Context: an optimization exercise on an open-source flow, tuned for small area, a short achievable clock period and few clock cycles per item. The choices shown serve that exercise and are no tape-out recipe.
Only simulation tests tie the RTL to the original design; equivalence was not proved.
No activity file was given, so power comes from the tool's default toggle rates.

`flow/config.mk`:
```
export PLATFORM = sky130hd
export DESIGN_NAME = location_stack_with_search_top
export DESIGN_NICKNAME = location_stack_with_search_top
export VERILOG_FILES = /design/flow/design.v
export SDC_FILE = /design/flow/constraint.sdc
export NUM_CORES = 4
export LEC_CHECK = 0
export CAP_MARGIN = 20
export CORE_MARGIN = 2
export CORE_UTILIZATION = 55
export CTS_BUF_LIST = sky130_fd_sc_hd__clkbuf_16
export CTS_CLUSTER_DIAMETER = 70
export CTS_CLUSTER_SIZE = 24
export PLACE_DENSITY = 0.65
export SETUP_SLACK_MARGIN = 5
export SLEW_MARGIN = 20
export SYNTH_MEMORY_MAX_BITS = 16384
```
`flow/constraint.sdc`:
```
create_clock -name core_clock -period 8.0 [get_ports {i_clk}]
set_input_delay 1.6000 -clock core_clock [delete_from_list [all_inputs] [get_ports {i_clk}]]
set_output_delay 1.6000 -clock core_clock [all_outputs]
set_load 0.01 [all_outputs]
```
`flow/design.v`:
```
`timescale 1ns / 1ps
package lsws_pkg;
    localparam int DEF_STACK_DEPTH = 256;
    localparam int DEF_COORD_BITS  = 8;
    localparam int DIR_BITS        = 3;
    localparam int ACT_BITS        = 2;
    localparam int STATUS_BITS     = 2;
    typedef enum logic [ACT_BITS-1:0] {
        ACT_PUSH   = 2'd0,
        ACT_POP    = 2'd1,
        ACT_SEARCH = 2'd2
    } t_action;
    typedef enum logic [STATUS_BITS-1:0] {
        ST_OK        = 2'd0,
        ST_OVERFLOW  = 2'd1,
        ST_UNDERFLOW = 2'd2
    } t_status;
    typedef struct packed {
        logic    push;    
        logic    pop;     
        logic    srch;
        logic    up;      
        logic    dn;      
        logic    ins1;    
        t_status status;
    } t_cmd;
endpackage
`timescale 1ns / 1ps
import lsws_pkg::*;
module lsws_ctrl;
endmodule
`timescale 1ns / 1ps
import lsws_pkg::*;
module lsws_datapath #(
    parameter int STACK_DEPTH = lsws_pkg::DEF_STACK_DEPTH,
    parameter int COORD_BITS  = lsws_pkg::DEF_COORD_BITS,
    parameter int NG          = STACK_DEPTH / 16 + 1,
    localparam int CW = $clog2(STACK_DEPTH + 1),
    localparam int EW = 2 * COORD_BITS + lsws_pkg::DIR_BITS,
    localparam int NS = STACK_DEPTH + 1
) (
    input  logic                  i_clk,
    input  logic                  i_rst_n,
    input  lsws_pkg::t_cmd        i_cmd,
    input  logic [COORD_BITS-1:0] i_row,
    input  logic [COORD_BITS-1:0] i_col,
    input  logic [lsws_pkg::DIR_BITS-1:0] i_dir,
    input  logic [COORD_BITS-1:0] i_row_n,    
    input  logic [COORD_BITS-1:0] i_col_n,    
    output logic [NG-1:0]         o_ghit,
    output logic                  o_n_full,
    output logic                  o_n_empty,
    output logic                  o_n_off,
    output logic [CW-1:0]         o_count,
    output logic                  o_empty,
    output logic [EW-1:0]         o_top
);
    logic [EW-1:0]  r_slot [NS];
    logic [CW-1:0]  r_count;
    logic           r_full, r_empty, r_off;
    logic [CW-1:0]  r_end;        
    logic [CW-1:0]  n_end;
    localparam int NH = NS / 16 + 1;
    logic [NH-1:0]  r_end_lt_h, r_end_eq_h;
    logic [15:0]    r_end_lt_l;
    logic [EW-1:0]  din;
    logic [NS-1:0]  hit;
    logic [NS-1:0]  valid;
    logic [CW-1:0]  n_count;
    assign din = {i_row, i_col, i_dir};
    logic [EW-1:0]  src1;        
    assign src1 = i_cmd.ins1 ? din : r_slot[0];
    always_ff @(posedge i_clk) begin
        r_slot[0]    <= ~((r_slot[1] | {EW{i_cmd.dn}}) & (~din | {EW{i_cmd.up}}));
        r_slot[1]    <= ~((r_slot[2] | {EW{i_cmd.dn}}) & (src1 | {EW{i_cmd.up}}));
        r_slot[NS-1] <= ~({EW{i_cmd.dn}} & (r_slot[NS-2] | {EW{i_cmd.up}}));
    end
    genvar gi;
    generate
        for (gi = 2; gi < NS - 1; gi++) begin : g_slot
            always_ff @(posedge i_clk) begin
                r_slot[gi] <= ~((r_slot[gi+1] | {EW{i_cmd.dn}}) &
                                (r_slot[gi-1] | {EW{i_cmd.up}}));
            end
        end
        for (gi = 0; gi < NS; gi++) begin : g_cmp
            if (gi == 0) begin : g_first
                assign valid[gi] = !r_off && !r_empty;
            end else begin : g_rest
                assign valid[gi] = r_end_lt_h[gi / 16] ||
                                   (r_end_eq_h[gi / 16] && r_end_lt_l[gi % 16]);
            end
            if (gi % 2 == 0) begin : g_even
                assign hit[gi] = valid[gi] &&
                    (r_slot[gi][EW-1:DIR_BITS] == {i_row, i_col});
            end else begin : g_odd
                assign hit[gi] = valid[gi] &&
                    (r_slot[gi][EW-1:DIR_BITS] == {i_row_n, i_col_n});
            end
        end
        for (gi = 0; gi < NG; gi++) begin : g_grp
            if ((gi + 1) * 16 <= NS) begin : g_full
                assign o_ghit[gi] = |hit[gi*16 +: 16];
            end else begin : g_part
                assign o_ghit[gi] = |hit[NS-1:gi*16];
            end
        end
    endgenerate
    always_comb begin
        n_count = r_count;
        if (i_cmd.push)     n_count = r_count + CW'(1);
        else if (i_cmd.pop) n_count = r_count - CW'(1);
    end
    assign n_end = i_cmd.up ? r_end - CW'(1) : r_end + CW'(1);
    assign o_n_full  = i_cmd.push ? (r_count == CW'(STACK_DEPTH - 1)) :
                       (i_cmd.pop ? 1'b0 : r_full);
    assign o_n_empty = i_cmd.pop ? (r_count == CW'(1)) :
                       (i_cmd.push ? 1'b0 : r_empty);
    assign o_n_off   = (i_cmd.push || i_cmd.pop) ? r_off : !r_off;
    always_ff @(posedge i_clk) begin
        if (!i_rst_n) begin
            r_count <= '0;
            r_full  <= 1'b0;
            r_empty <= 1'b1;
            r_off   <= 1'b0;
            r_end   <= '0;
        end else begin
            r_count <= n_count;
            r_full  <= o_n_full;
            r_empty <= o_n_empty;
            r_off   <= o_n_off;
            r_end   <= n_end;
        end
    end
    always_ff @(posedge i_clk) begin
        for (int h = 0; h < NH; h++) begin
            if (!i_rst_n) begin
                r_end_lt_h[h] <= 1'b0;
                r_end_eq_h[h] <= (h == 0);
            end else begin
                r_end_lt_h[h] <= (CW'(h) < CW'(n_end[CW-1:4]));
                r_end_eq_h[h] <= (CW'(h) == CW'(n_end[CW-1:4]));
            end
        end
        for (int l = 0; l < 16; l++) begin
            if (!i_rst_n) r_end_lt_l[l] <= 1'b0;
            else          r_end_lt_l[l] <= (4'(l) < n_end[3:0]);
        end
    end
    assign o_count = r_count;
    assign o_empty = r_empty;
    assign o_top   = r_empty ? '0 : (r_off ? ~r_slot[1] : r_slot[0]);
endmodule
`timescale 1ns / 1ps
import lsws_pkg::*;
module location_stack_with_search_top #(
    parameter int STACK_DEPTH = lsws_pkg::DEF_STACK_DEPTH,
    parameter int COORD_BITS  = lsws_pkg::DEF_COORD_BITS
) (
    input  logic                   i_clk,
    input  logic                   i_rst_n,
    input  logic                   in_valid,
    output logic                   in_ready,
    input  logic [1:0]             in_action,
    input  logic [COORD_BITS-1:0]  in_loc_row,
    input  logic [COORD_BITS-1:0]  in_loc_col,
    input  logic [2:0]             in_loc_dir,
    output logic                   out_valid,
    input  logic                   out_ready,
    output logic [COORD_BITS-1:0]  out_top_row,
    output logic [COORD_BITS-1:0]  out_top_col,
    output logic [2:0]             out_top_dir,
    output logic                   out_is_empty,
    output logic                   out_found,
    output logic [$clog2(STACK_DEPTH+1)-1:0] out_entry_count,
    output logic [1:0]             out_status
);
    localparam int CW = $clog2(STACK_DEPTH + 1);
    localparam int EW = 2 * COORD_BITS + DIR_BITS;
    localparam int RW = EW + 2 + CW + STATUS_BITS;
    localparam int NG = STACK_DEPTH / 16 + 1;
    logic                   take;
    logic                   r_in_ready;
    logic                   r_v1;
    lsws_pkg::t_cmd                   r_cmd;
    logic [COORD_BITS-1:0]  r_row;
    logic [COORD_BITS-1:0]  r_col;
    logic [DIR_BITS-1:0]    r_dir;
    logic [COORD_BITS-1:0]  r_row_n;    
    logic [COORD_BITS-1:0]  r_col_n;
    logic                   n_full, n_empty, n_off;
    lsws_pkg::t_cmd                   cmd;
    assign in_ready = r_in_ready;
    assign take     = in_valid && r_in_ready;
    always_comb begin
        cmd = '0;
        cmd.status = ST_OK;
        if (take) begin
            case (in_action)
                ACT_PUSH: begin
                    if (n_full) cmd.status = ST_OVERFLOW;
                    else        cmd.push   = 1'b1;
                end
                ACT_POP: begin
                    if (n_empty) cmd.status = ST_UNDERFLOW;
                    else         cmd.pop    = 1'b1;
                end
                ACT_SEARCH: cmd.srch = 1'b1;
                default: ;
            endcase
        end
        cmd.up   = cmd.pop || (!cmd.push && n_off);
        cmd.dn   = !cmd.up;
        cmd.ins1 = cmd.push && n_off;
    end
    always_ff @(posedge i_clk) begin
        r_row <= in_loc_row;
        r_col <= in_loc_col;
        r_dir <= in_loc_dir;
        r_row_n <= ~in_loc_row;
        r_col_n <= ~in_loc_col;
        if (!i_rst_n) begin
            r_v1  <= 1'b0;
            r_cmd    <= '0;
            r_cmd.dn <= 1'b1;
        end else begin
            r_v1  <= take;
            r_cmd <= cmd;
        end
    end
    logic [NG-1:0]         ghit;
    logic [CW-1:0]         count;
    logic                  empty;
    logic [EW-1:0]         top;
    lsws_datapath #(
        .STACK_DEPTH (STACK_DEPTH),
        .COORD_BITS  (COORD_BITS),
        .NG          (NG)
    ) u_datapath (
        .i_clk    (i_clk),
        .i_rst_n  (i_rst_n),
        .i_cmd    (r_cmd),
        .i_row    (r_row),
        .i_col    (r_col),
        .i_dir    (r_dir),
        .i_row_n  (r_row_n),
        .i_col_n  (r_col_n),
        .o_ghit   (ghit),
        .o_n_full (n_full),
        .o_n_empty(n_empty),
        .o_n_off  (n_off),
        .o_count  (count),
        .o_empty  (empty),
        .o_top    (top)
    );
    logic                  r_v2;
    logic                  r_srch2;
    logic [STATUS_BITS-1:0] r_st2;
    logic [NG-1:0]         r_ghit;
    logic [RW-1:0]         res;
    always_ff @(posedge i_clk) begin
        r_srch2 <= r_cmd.srch;
        r_st2   <= r_cmd.status;
        r_ghit  <= ghit;
        if (!i_rst_n) r_v2 <= 1'b0;
        else          r_v2 <= r_v1;
    end
    assign res = {top, empty, r_srch2 && (|r_ghit), count, r_st2};
    logic [RW-1:0] r_q0, r_q1, r_q2, r_q3;
    logic [RW-1:0] n_head;
    logic [RW-1:0] r_out;
    logic          r_out_valid;
    logic [2:0]    r_qn;
    logic [1:0]    r_wp, r_rp;
    logic          deq;
    logic [1:0]    n_rp;
    logic [2:0]    n_qn;
    assign deq  = r_out_valid && out_ready;
    assign n_rp = r_rp + {1'b0, deq};
    assign n_qn = r_qn + {2'b0, r_v2} - {2'b0, deq};
    always_ff @(posedge i_clk) begin
        if (!i_rst_n) begin
            r_out_valid <= 1'b0;
            r_qn        <= '0;
            r_wp        <= '0;
            r_rp        <= '0;
            r_in_ready  <= 1'b1;
        end else begin
            r_out_valid <= (n_qn != 3'd0);
            r_qn        <= n_qn;
            r_rp        <= n_rp;
            if (r_v2) r_wp <= r_wp + 2'd1;
            r_in_ready  <= ({1'b0, n_qn} + {3'b0, take} + {3'b0, r_v1}) <= 4'd3;
        end
    end
    always_comb begin
        case (n_rp)
            2'd0:    n_head = r_q0;
            2'd1:    n_head = r_q1;
            2'd2:    n_head = r_q2;
            default: n_head = r_q3;
        endcase
        if (r_v2 && r_wp == n_rp) n_head = res;
    end
    always_ff @(posedge i_clk) begin
        if (r_v2 && r_wp == 2'd0) r_q0 <= res;
        if (r_v2 && r_wp == 2'd1) r_q1 <= res;
        if (r_v2 && r_wp == 2'd2) r_q2 <= res;
        if (r_v2 && r_wp == 2'd3) r_q3 <= res;
        r_out <= n_head;
    end
    assign {out_top_row, out_top_col, out_top_dir, out_is_empty, out_found,
            out_entry_count, out_status} = r_out;
    assign out_valid = r_out_valid;
endmodule
```
`flow/run.sh`:
```
#!/bin/bash
# synth_recipe.tcl (not shown) runs the flow's synth.tcl, then flattens the netlist and writes it again
# the make line also repeats each setting of config.mk as NAME=value (left out here)
make -C /OpenROAD-flow-scripts/flow DESIGN_CONFIG=/design/flow/config.mk WORK_HOME=/design/flow/orfs CLKGATE_MAP_FILE= SYNTH_SCRIPT=/design/flow/synth_recipe.tcl finish
```
==> results of run 1 <==
[cells in the mapped netlist, types with 2 or more instances]
cell / instances / share of area
buf_1: 145 / 0.0028
o22ai_1: 4869 / 0.16
and2_1: 22 / 0.00072
a21oi_1: 275 / 0.0072
dfxtp_1: 5057 / 0.53
nor2_1: 279 / 0.0054
nor3_1: 29 / 0.00076
edfxtp_1: 128 / 0.020
xnor2_1: 269 / 0.012
inv_1: 76 / 0.0015
or4_1: 2 / 0.000078
nor2b_1: 8 / 0.00026
mux4_2: 32 / 0.0037
xor2_1: 3871 / 0.18
nand2b_1: 4 / 0.00013
mux2_2: 28 / 0.0016
fa_1: 2 / 0.00021
nand2_1: 49 / 0.00096
mux2i_1: 20 / 0.0010
nand4_1: 300 / 0.0098
nor3b_1: 2 / 0.000078
o31a_1: 2 / 0.000091
o21a_1: 3 / 0.00012
nor4_1: 1043 / 0.034
nor4b_1: 2 / 0.000091
ha_1: 21 / 0.0014
a21o_1: 2 / 0.000078
a31oi_1: 4 / 0.00013
o2111ai_1: 2 / 0.000091
o21ai_0: 30 / 0.00078
clkbuf_1: 1239 / 0.024
buf_2: 272 / 0.0071
and3_1: 4 / 0.00013
nand3_1: 38 / 0.00099
[sequential cells by signal, indices dropped and copies added (netlist names), 2 cells and up]
signal and count:
r_wp 2, r_q3 32, r_q1 32, u_datapath.r_end 8, r_ghit 17, r_row_n 8, r_qn 3, r_col 8
u_datapath.r_end_lt_h 17, r_dir 3, r_q2 32, u_datapath.r_end_eq_h 17, r_col_n 8, r_cmd 8, u_datapath.r_count 9, r_rp 2
r_row 8, u_datapath.r_end_lt_l 14, u_datapath.r_slot 4883, r_st2 2, r_out 32, r_q0 32
[layout make-up]
class                           count  area, sq um  share of cell area
Clock inverter                    106         1010             0.00493
Sequential cell                  5185       105000               0.513
Clock buffer                      284         7110              0.0346
Timing Repair Buffer              370         4970              0.0242
Antenna cell                       28         70.1            0.000342
Multi-Input combinational cell  11200        80700               0.393
Tap cell                         4599         5750              0.0281
Inverter                           76          285             0.00139
[power by group through the flow]
stage               Clock (W)  Sequential (W)  Combinational, W
floorplan                   0          0.0471            0.0175
global placement            0          0.0528            0.0208
detailed placement          0          0.0529            0.0213
CTS                    0.0157          0.0523            0.0218
global route           0.0166          0.0538            0.0242
finish                 0.0156          0.0530            0.0222
[through the flow]
| stage | std cells | setup slack (ps) | utilization | total power (W) | hold slack (ps) |
|---|---|---|---|---|---|
| floorplan | 18100 | 4710 | - | 0.0645 | 310 |
| global placement | 21400 | 3140 | 0.559 | 0.0735 | 312 |
| detailed placement | 21400 | 3150 | 0.559 | 0.0742 | 315 |
| CTS | 21800 | 4870 | 0.586 | 0.0897 | 337 |
| global route | 21900 | 4910 | 0.588 | 0.0946 | 348 |
| finish | 21900 | 4840 | 0.588 | 0.0907 | 337 |
[worst max-delay path by stage]
| stage | from | end | slack, ps | cells past startpoint |
|---|---|---|---|---|
| 3_3_place_gp | out_ready | r_out[7]$_DFF_P_ | 3140 | 8 |
| 4_1_cts | r_out[19]$_DFF_P_ | out_top_col[3] | 4870 | 1 |
| 2_1_floorplan | out_ready | r_out[26]$_DFF_P_ | 4710 | 6 |
| 3_5_place_dp | out_ready | r_out[28]$_DFF_P_ | 3150 | 8 |
| 6_report | r_ghit[0]$_DFF_P_ | r_out[11]$_DFF_P_ | 4840 | 4 |
| 5_1_grt | r_out[19]$_DFF_P_ | out_top_col[3] | 4910 | 1 |
[repair_timing]
action | in CTS | in global routing
endpoints found under the setup margin | 1785 | 1683
setup buffers | 54 | 27
pin swaps | 3 | 1
gates resized for setup | 268 | 52
cloned | 7 | 9
[cells by family after synthesis]
kind of cell               after synthesis  synth area share
AOI/OAI and AO/OA                     5200             0.168
DFF                                   5185             0.547
xor gates and xnor gates              4140             0.189
and+or+nand+nor                       1786            0.0535
buffers and inverters                 1733            0.0356
muxes                                   80           0.00643
adders and majority gates               23           0.00158
[metal layers]
metal  share of wire  global-route usage
met2            0.45               0.504
met3           0.077              0.0479
met5        0.000061                   0
met4           0.043               0.139
met1            0.43               0.466
==> flow_summary.yaml, run 1 <==
run_status:
  status: "no timing/DRC/antenna violations"
clock_tree:
  cts_hold_buf: 0
  cts_inserted_buffers: 268
  tritoncts: "yes"
  cts.path.max_buffers: 4
  clock-root-buffer: "clkbuf_16"
  clk_pin_slew_ps: 90
  cts_num_sinks: 5185
  htree_levels: 5
  worstSkewPairLatency_ps: 970
min_path:
  hp-class: "flip-flop to flip-flop"
  hp-start: "r_cmd[0]$_SDFF_PN0_"
  min_to: "r_st2[0]$_DFF_P_"
  whs_path_depth: 0
die:
  die_h_um: 595
  die_area_sq_mm: 0.354
  fp-row-count: 217
  fp.dieW_um: 595
  core-area_sq_mm: 0.349
  start_util: 0.551
  io_pins: 59
power_and_ir_drop:
  seqPwrFrac: 0.584
  p_leak_nw: 76.9
  switching_share: 0.377
  combPwrFrac: 0.245
  power_switching_w: 0.0342
  peakVddDrop_v: 0.000282
  intPower_w: 0.0565
  power_density_mw_per_mm2: 442
  clock_power_share: 0.172
routing:
  drt_wl_total_mm: 624
  first_pass_iters: 6
  vias: 145000
  drt_iter0_markers: 18600
  vias_per_cell: 6.64
  drc_errors: 0
  drtAntennaViolNets: 0
  post_drt_wl_per_cell_um: 28.5
synthesis:
  synth.distinct_cells: 52
  syn_area_per_cell_sq_um: 10.6
  ys_warn_count: 3
  syn_inst: 18100
  async_reset_ff_frac: 0
  netlist_area_sq_mm: 0.192
  ys_ff_latch: 5185
  yosysSeqAreaShare: 0.547
  synth_nets: 18200
  synth_edf_count: 128
  synth_top_flop_cell: "dfxtp_1"
sta:
  relSlewSlack: 0.118
  worstMarginPinSlew_ps: 1320
  tns_ps: 0
  rsz0062_at_grt: "true"
  post-route-period-util: 0.395
  fin_crit_ps: 3160
  drv_slew: 0
  hold_violations: 0
  fmax_mhz: 316
  finClkSkew_ps: 46.1
  setup_viol: 0
final_layout:
  nFillCells: 30000
  area_growth_pct: 6.72
  drive_gt1_frac: 0.0504
  final_common_cell: "dfxtp_1"
  final_area_sq_mm: 0.205
  layout_common_cells: "dfxtp_1 (4985), o22ai_1 (4869), xor2_1 (3870), nor4_1 (1015), nand4_1 (300)"
  nNetsFinal: 17200
setup_path:
  slowest_delay_ps: 870
  critPathSlowestCell: "nor4_4"
  regToRegSetupSlack_ps: 4840
  cp-end-kind: "flip-flop"
  worstPathRequired_ps: 8840
  crit_buf_inv: 0
  crit_path_cell_trace: "nor4_4 > nand4_1 > o41a_1 > mux2_2"
  cp.arrival_ps: 4000
  cp_max_fo: 5
  cp-start-kind: "flip-flop"
  setup.worst_path.class: "flip-flop to flip-flop"
  reg2regPathDepth: 4
  path_delay_family: "simple AND/OR/NAND/NOR gates"
  r2r_start: "r_ghit[0]$_DFF_P_"
  rr_endpoint: "r_out[11]$_DFF_P_"
global_routing:
  grt_overflow: 0
  grt_max_degree: 245
  antenna_found_initial: 17
  grt_usage: 0.330
  grt_first_pass_wirelength_mm: 903
  grt_pass1_vias: 136000
run:
  drv_cap: 0
placed_design:
  hpwlAfterDp_mm: 373
  place_area_sq_mm: 0.195
  place_congestion: 0.884
  port_buffers: 58
Testbench counts, summed over its fixed seeds: cycles 12,024, items 12,000.
==> run 2: changes to the inputs <==
--- a/flow/design.v
+++ b/flow/design.v
@@ -35,5 +35,5 @@
     parameter int STACK_DEPTH = lsws_pkg::DEF_STACK_DEPTH,
     parameter int COORD_BITS  = lsws_pkg::DEF_COORD_BITS,
-    parameter int NG          = STACK_DEPTH / 16 + 1,
+    parameter int NG          = STACK_DEPTH / 8 + 1,
     localparam int CW = $clog2(STACK_DEPTH + 1),
     localparam int EW = 2 * COORD_BITS + lsws_pkg::DIR_BITS,
@@ -100,8 +100,8 @@
         end
         for (gi = 0; gi < NG; gi++) begin : g_grp
-            if ((gi + 1) * 16 <= NS) begin : g_full
-                assign o_ghit[gi] = |hit[gi*16 +: 16];
+            if ((gi + 1) * 8 <= NS) begin : g_full
+                assign o_ghit[gi] = |hit[gi*8 +: 8];
             end else begin : g_part
-                assign o_ghit[gi] = |hit[NS-1:gi*16];
+                assign o_ghit[gi] = |hit[NS-1:gi*8];
             end
         end
@@ -179,5 +179,5 @@
     localparam int EW = 2 * COORD_BITS + DIR_BITS;
     localparam int RW = EW + 2 + CW + STATUS_BITS;
-    localparam int NG = STACK_DEPTH / 16 + 1;
+    localparam int NG = STACK_DEPTH / 8 + 1;
     logic                   take;
     logic                   r_in_ready;
==> run 2 against run 1 <==
Net effect:
- cell count up 0.42%
- sequential share of layout area up 0.15 points
- non-clock buffer count up 5
- total power up 1.3%
- clock-buffer cell count down 2
- via count up 0.49%
- setup slack better by 87 ps
- synthesized cell count up 0.49%
- die area up 0.75%
- critical path depth up 2
==> flow_summary.yaml, run 2 <==
run_status:
  status: "no timing/DRC/antenna violations"
placed_design:
  hpwlAfterDp_mm: 389
  place_congestion: 0.926
  dp_slack_ps: 3480
  port_buffers: 58
clock_tree:
  clk_pin_slew_ps: 90
  tritoncts: "yes"
  cts_num_sinks: 5201
  worstSkewPairLatency_ps: 990
  cts_inserted_buffers: 270
  cts_hold_buf: 0
  htree_levels: 5
  clock-root-buffer: "clkbuf_16"
  cts.path.max_buffers: 4
min_path:
  hp-start: "r_cmd[1]$_SDFF_PN0_"
  min_to: "r_st2[1]$_DFF_P_"
  hp-class: "flip-flop to flip-flop"
  whs_path_depth: 0
run:
  drv_cap: 0
power_and_ir_drop:
  peakVddDrop_v: 0.000249
  p_leak_nw: 74.1
  power_density_mw_per_mm2: 448
setup_path:
  r2r_start: "r_row_n[7]$_DFF_P_"
  regToRegSetupSlack_ps: 4930
  rr_endpoint: "r_ghit[17]$_DFF_P_"
  cp-end-kind: "flip-flop"
  cp.arrival_ps: 3910
  setup.worst_path.class: "flip-flop to flip-flop"
  cp-start-kind: "flip-flop"
  worstPathRequired_ps: 8830
  cp_max_fo: 24
  reg2regPathDepth: 6
synthesis:
  syn_area_per_cell_sq_um: 10.6
  yosys-top-cells-count: "dfxtp_1 (5073), o22ai_1 (4941), xor2_1 (2681), xnor2_1 (1451), clkbuf_1 (1104)"
  synth.distinct_cells: 59
  synth_most_common_cell: "dfxtp_1"
  synth_nets: 18300
  async_reset_ff_frac: 0
  netlist_area_sq_mm: 0.194
  synth_top_flop_cell: "dfxtp_1"
  synth_edf_count: 128
  synth_top_area_frac: 0.524
  syn_inst: 18200
  ys_top_cells_by_area: "dfxtp_1 (52%), o22ai_1 (16%), xor2_1 (12%)"
  ys_warn_count: 3
  ys_ff_latch: 5201
  synth_largest_area_cell: "dfxtp_1"
  yosysSeqAreaShare: 0.544
global_routing:
  grt_pass1_vias: 137000
  grt_overflow: 0
  grt_max_degree: 260
  grt_first_pass_wirelength_mm: 924
  grt_usage: 0.338
  antenna_found_initial: 18
final_layout:
  nFillCells: 30200
  nNetsFinal: 17300
  top_register: "u_datapath.r_slot"
  drive_gt1_frac: 0.0496
  top_regs: "u_datapath.r_slot x4883, r_ghit x33"
  largest_reg_flops: 4883
  area_growth_pct: 5.93
  final_common_cell: "dfxtp_1"
  layout_common_cells: "dfxtp_1 (4996), o22ai_1 (4941), xor2_1 (2681), xnor2_1 (1450), nor4_1 (551)"
sta:
  rsz0062_at_grt: "true"
  relSlewSlack: 0.105
  fin_crit_ps: 3070
  hold_violations: 0
  worstMarginPinSlew_ps: 1340
  setup_viol: 0
  setup_slack_ps: 4930
  post-route-period-util: 0.384
  drv_slew: 0
  finClkSkew_ps: 64.0
  fmax_mhz: 325
  tns_ps: 0
routing:
  drc_errors: 0
  post_drt_wl_per_cell_um: 28.8
  vias_per_cell: 6.65
  drt_iter0_markers: 19000
  drt_wl_total_mm: 633
  first_pass_iters: 6
  drtAntennaViolNets: 0
  vias: 146000
die:
  fp-row-count: 217
  die_area_sq_mm: 0.357
  core-area_sq_mm: 0.350
  start_util: 0.553
  fp.dieW_um: 597
  io_pins: 59
  die_h_um: 597
==> run 2: changes by cell type after synthesis, sizes merged, moves of 18 or more <==
cell	previous run	this run
nor4	1043	559
clkbuf	1239	1104
nand4	300	318
buf	418	555
nor3	29	305
o22ai	4869	4941
xnor2	269	1452
o41ai	0	33
nor2	279	87
or4	2	32
nand3	38	340
xor2	3871	2682
==> run 2: final cells by class <==
cell class / count / area, sq um / area share
diodes: 22 / 55.1 / 0.000268
clock buffers: 282 / 7060 / 0.0344
clock inverters: 114 / 937 / 0.00457
inverters: 77 / 289 / 0.00141
multi-input cells: 11300 / 80800 / 0.394
flip-flops and latches: 5201 / 106000 / 0.515
well taps: 4599 / 5750 / 0.0280
repair buffers: 375 / 4690 / 0.0229
==> run 2: critical path, cell delays in order, from the launching register on <==
cell,delay (ps)
dfxtp_4,870
buf_4,580
xor2_1,130
nor4_1,350
nand3_1,120
o41ai_1,450
or4_1,430
==> run 2: per-stage QoR <==
stage | power (W) | std cells | area, sq um | util | hold slack, ps
floorplan | 0.0655 | 18200 | 194000 | - | 310
global placement | 0.0749 | 21500 | 195000 | 0.558 | 314
detailed placement | 0.0754 | 21500 | 195000 | 0.558 | 313
CTS | 0.0909 | 21900 | 205000 | 0.585 | 335
global route | 0.0958 | 22000 | 205000 | 0.586 | 338
finish | 0.0919 | 22000 | 205000 | 0.586 | 335
==> run 2: repair_timing <==
action                     4_1_cts  5_1_grt
pin swaps                        0        2
buffers inserted                50       33
cloned                           6        1
gates resized for setup        262       42
setup endpoints to repair     1860      524
==> run 2: cells by family (layout without fill, tap and decap cells) <==
family,count (synthesis),in the layout,share of synthesized area
adder cells (fa/ha/maj),23,23,0.00156
other,0,22,0
XOR/XNOR,4134,4134,0.187
AO/OA/AOI/OAI,5329,5329,0.171
multiplexers,85,85,0.00664
buffers and inverters,1736,848,0.0395
flip-flops,5201,5201,0.544
AND/OR/NAND/NOR,1728,1729,0.0501
==> run 2: metal layers <==
metal	up-vias	wire (um)	GRT usage
met3	1433	55300	0.0547
li1	65200	-	-
met5	-	58	0
met1	72200	272000	0.481
met2	7173	275000	0.508
met4	10	30300	0.142
==> run 2: worst max path at each step <==
| stage | end | startpoint | cells past startpoint | slack, ps |
|---|---|---|---|---|
| floorplan | r_out[26]$_DFF_P_ | out_ready | 6 | 4710 |
| global placement | r_out[25]$_DFF_P_ | out_ready | 6 | 3460 |
| detailed placement | r_out[24]$_DFF_P_ | out_ready | 6 | 3480 |
| CTS | out_top_col[3] | r_out[19]$_DFF_P_ | 1 | 4900 |
| global route | out_top_col[3] | r_out[19]$_DFF_P_ | 1 | 4920 |
| finish | r_ghit[17]$_DFF_P_ | r_row_n[7]$_DFF_P_ | 6 | 4930 |
==> run 2: report_power, final <==
group | internal [W] | leakage (nW) | switching [W]
sequential | 0.0385 | 43.9 | 0.0149
clock | 0.00673 | 4.03 | 0.00874
combinational | 0.0120 | 26.2 | 0.0111
Testbench counts of run 2, summed over its fixed seeds: cycles 12,024, items 12,000.
==> run 3: changes to the inputs <==
--- a/flow/design.v
+++ b/flow/design.v
@@ -46,6 +46,4 @@
     input  logic [COORD_BITS-1:0] i_col,
     input  logic [lsws_pkg::DIR_BITS-1:0] i_dir,
-    input  logic [COORD_BITS-1:0] i_row_n,    
-    input  logic [COORD_BITS-1:0] i_col_n,    
     output logic [NG-1:0]         o_ghit,
     output logic                  o_n_full,
@@ -91,11 +89,6 @@
                                    (r_end_eq_h[gi / 16] && r_end_lt_l[gi % 16]);
             end
-            if (gi % 2 == 0) begin : g_even
-                assign hit[gi] = valid[gi] &&
-                    (r_slot[gi][EW-1:DIR_BITS] == {i_row, i_col});
-            end else begin : g_odd
-                assign hit[gi] = valid[gi] &&
-                    (r_slot[gi][EW-1:DIR_BITS] == {i_row_n, i_col_n});
-            end
+            assign hit[gi] = valid[gi] &&
+                ((r_slot[gi][EW-1:DIR_BITS] ^ {(EW-DIR_BITS){1'(gi % 2)}}) == {i_row, i_col});
         end
         for (gi = 0; gi < NG; gi++) begin : g_grp
@@ -187,6 +180,4 @@
     logic [COORD_BITS-1:0]  r_col;
     logic [DIR_BITS-1:0]    r_dir;
-    logic [COORD_BITS-1:0]  r_row_n;    
-    logic [COORD_BITS-1:0]  r_col_n;
     logic                   n_full, n_empty, n_off;
     lsws_pkg::t_cmd                   cmd;
@@ -218,6 +209,4 @@
         r_col <= in_loc_col;
         r_dir <= in_loc_dir;
-        r_row_n <= ~in_loc_row;
-        r_col_n <= ~in_loc_col;
         if (!i_rst_n) begin
             r_v1  <= 1'b0;
@@ -244,6 +233,4 @@
         .i_col    (r_col),
         .i_dir    (r_dir),
-        .i_row_n  (r_row_n),
-        .i_col_n  (r_col_n),
         .o_ghit   (ghit),
         .o_n_full (n_full),
==> run 3 against run 2 <==
Net effect:
- worst hold slack got worse by 9.9 ps
- routed wire length decreased by 11%
- via count decreased by 3.4%
- core utilization decreased by 0.36 points
- sequential share of layout area decreased by 0.19 points
- total power about the same
- synthesized area increased by 0.29%
- design area about the same
- largest power group unchanged
==> flow_summary.yaml, run 3 <==
run_status:
  status: "no timing/DRC/antenna violations"
sta:
  finClkSkew_ps: 47.8
  relSlewSlack: 0.166
  rsz0062_at_grt: "true"
  fmax_mhz: 323
  hold_violations: 0
  fin_crit_ps: 3090
  post-route-period-util: 0.387
  setup_viol: 0
  finalHoldWorstSlack_ps: 325
  tns_ps: 0
  worstMarginPinSlew_ps: 1240
  drv_slew: 0
synthesis:
  synthAdderAreaFrac: 0.00156
  async_reset_ff_frac: 0
  synth_largest_area_cell: "dfxtp_1"
  synth-xor-area-share: 0.186
  synth_top_flop_cell: "dfxtp_1"
  synth-simple-area-share: 0.0499
  synth_top_family_by_area: "XOR/XNOR gates"
  ys_warn_count: 3
  yosysSeqAreaShare: 0.541
  synth_edf_count: 128
  synth_most_common_cell: "dfxtp_1"
  syn_area_per_cell_sq_um: 10.7
  syn_inst: 18200
  synth_top_area_frac: 0.521
  ys_top_cells_by_area: "dfxtp_1 (52%), o22ai_1 (16%), xor2_1 (9.3%)"
  synth_nets: 18200
  yosys-top-cells-count: "dfxtp_1 (5057), o22ai_1 (4936), xor2_1 (2070), xnor2_1 (2062), clkbuf_1 (1142)"
  synth_compound_area_frac: 0.170
  ys_ff_latch: 5185
  synth.area.mux_share: 0.00647
  netlist_area_sq_mm: 0.194
  synth.distinct_cells: 65
power_and_ir_drop:
  seqPwrFrac: 0.576
  clock_power_share: 0.173
  switching_share: 0.372
  p_leak_nw: 72.5
  power_switching_w: 0.0342
  peakVddDrop_v: 0.000280
  intPower_w: 0.0577
  combPwrFrac: 0.250
  power_density_mw_per_mm2: 448
setup_path:
  critPathSlowestCell: "dfxtp_4"
  path_delay_family: "simple AND/OR/NAND/NOR gates"
  crit_path_cell_trace: "buf_16 > xnor2_1 > nand4_1 > nor3_1 > nand3_1 > o41ai_1 > or4_1"
  cp-start-kind: "flip-flop"
  setup.worst_path.class: "flip-flop to flip-flop"
  slowest_delay_ps: 660
  worstPathRequired_ps: 8880
  cp.arrival_ps: 3970
  cp_max_fo: 79
  regToRegSetupSlack_ps: 4910
  cp-end-kind: "flip-flop"
  crit_buf_inv: 1
clock_tree:
  cts_num_sinks: 5185
  clk_pin_slew_ps: 90
  clock-root-buffer: "clkbuf_16"
  cts.path.max_buffers: 4
  cts_hold_buf: 0
  worstSkewPairLatency_ps: 990
  tritoncts: "yes"
  cts_inserted_buffers: 277
  htree_levels: 5
routing:
  drt_wl_total_mm: 564
  drtAntennaViolNets: 0
  drc_errors: 0
  vias: 141000
  vias_per_cell: 6.40
  first_pass_iters: 5
  post_drt_wl_per_cell_um: 25.6
  drt_iter0_markers: 16300
global_routing:
  grt_max_degree: 239
  grt_first_pass_wirelength_mm: 843
  antenna_found_initial: 18
  grt_pass1_vias: 133000
  grt_usage: 0.299
  grt_overflow: 0
final_layout:
  layout_common_cells: "dfxtp_1 (4995), o22ai_1 (4936), xor2_1 (2069), xnor2_1 (2057), nor4_1 (546)"
  largest_reg_flops: 4883
  top_register: "u_datapath.r_slot"
  top_regs: "u_datapath.r_slot x4883, r_ghit x33"
  nNetsFinal: 17200
  drive_gt1_frac: 0.0499
  area_growth_pct: 5.63
  final_common_cell: "dfxtp_1"
placed_design:
  port_buffers: 58
  hpwlAfterDp_mm: 355
  place_congestion: 0.891
run:
  drv_cap: 0
die:
  die_area_sq_mm: 0.358
  io_pins: 59
  fp.dieW_um: 598
  start_util: 0.552
  fp-row-count: 218
  core-area_sq_mm: 0.352
  die_h_um: 598
min_path:
  hp-class: "flip-flop to flip-flop"
==> run 3: cells by family (layout without fill, tap and decap cells) <==
group | after synthesis | in the layout
flops | 5185 | 5185
fa+ha+maj | 23 | 23
buf+inv | 1719 | 830
simple gates | 1713 | 1714
compound gates | 5323 | 5323
other cells | 0 | 13
mux | 82 | 82
xor+xnor | 4133 | 4133
==> run 3: power groups by stage <==
stage               combinational [W]  clock (W)  sequential (W)
floorplan                      0.0187          0          0.0471
global placement               0.0217          0          0.0530
detailed placement             0.0223          0          0.0530
CTS                            0.0226     0.0161          0.0525
global route                   0.0252     0.0170          0.0540
finish                         0.0230     0.0159          0.0530
==> run 3: what timing repair did <==
item	4_1_cts	5_1_grt
pin swaps	1	2
buffers inserted	21	48
resized for setup	260	40
hold endpoints to repair	0	0
cloned	6	6
endpoints found under the setup margin	2407	1544
==> run 3: path summary, 6_finish.rpt <==
check,start,end,cells past startpoint
max reg2reg,r_row[0]$_DFF_P_,r_ghit[2]$_DFF_P_,7
max,r_row[0]$_DFF_P_,r_ghit[2]$_DFF_P_,7
min reg2reg,r_cmd[0]$_SDFF_PN0_,r_st2[0]$_DFF_P_,0
min,r_cmd[0]$_SDFF_PN0_,r_st2[0]$_DFF_P_,0
==> run 3: through the flow <==
step / worst slack, ps / power [W] / cell area (sq um) / cells / util
global placement: 3100 / 0.0747 / 195000 / 21500 / 0.553
detailed placement: 3150 / 0.0753 / 195000 / 21500 / 0.553
finish: 4910 / 0.0919 / 205000 / 22000 / 0.583
CTS: 4880 / 0.0912 / 204000 / 22000 / 0.580
global route: 4890 / 0.0962 / 205000 / 22000 / 0.583
floorplan: 4710 / 0.0658 / 194000 / 18200 / -
==> run 3: area by class of cell <==
class | instances | area, sq um
antenna | 13 | 32.5
fill | 30400 | 147000
tap | 4730 | 5920
timing repair buffer | 353 | 4530
clock buffer | 290 | 7260
inverter | 61 | 229
clock inverter | 126 | 1280
sequential | 5185 | 105000
multi-input combinational | 11300 | 80700
==> run 3: layer usage <==
layer / GRT usage / vias to the layer above / routed length [um]
met5: 0 / - / 71
met4: 0.0917 / 10 / 18400
met3: 0.0362 / 930 / 36700
met2: 0.460 / 4802 / 252000
met1: 0.437 / 70200 / 257000
li1: - / 65100 / -
Testbench counts of run 3, summed over its fixed seeds: cycles 12,024, items 12,000.

[afterwards: timing with drivers on the ports]
How much do the figures lean on ideal ports? The routed layouts below were timed once more, with nothing changed but the port constraints.
Step 1, drivers: a clkbuf_16 drives i_clk and a buf_2 each remaining input, both assumed.
Step 2 also shifts input and output timing later by t, the mid clock arrival at the registers, as if the neighbouring blocks saw the same clock.
Slacks: ideal ports / drivers / drivers and shift; pairs: ideal ports / drivers.
| run | t, ns | slack for setup (ns) | worst setup path after step 2 | worst register clock-pin slew, ns | worst data-port slew with drivers (ns) |
|---|---|---|---|---|---|
| run 1 | 1.059 | 4.839 / 4.834 / 4.158 | input to register | 0.10 / 0.10 | 0.11 |
| run 2 | 1.053 | 4.926 / 4.858 / 4.104 | input to register | 0.10 / 0.10 | 0.17 |
| run 3 | 1.066 | 4.908 / 4.854 / 4.108 | input to register | 0.10 / 0.10 | 0.09 |
After both steps setup and hold are still met in every run listed. For run 2, which loses most, drivers alone change the setup slack by -0.068 ns; drivers and shift together by -0.822 ns.
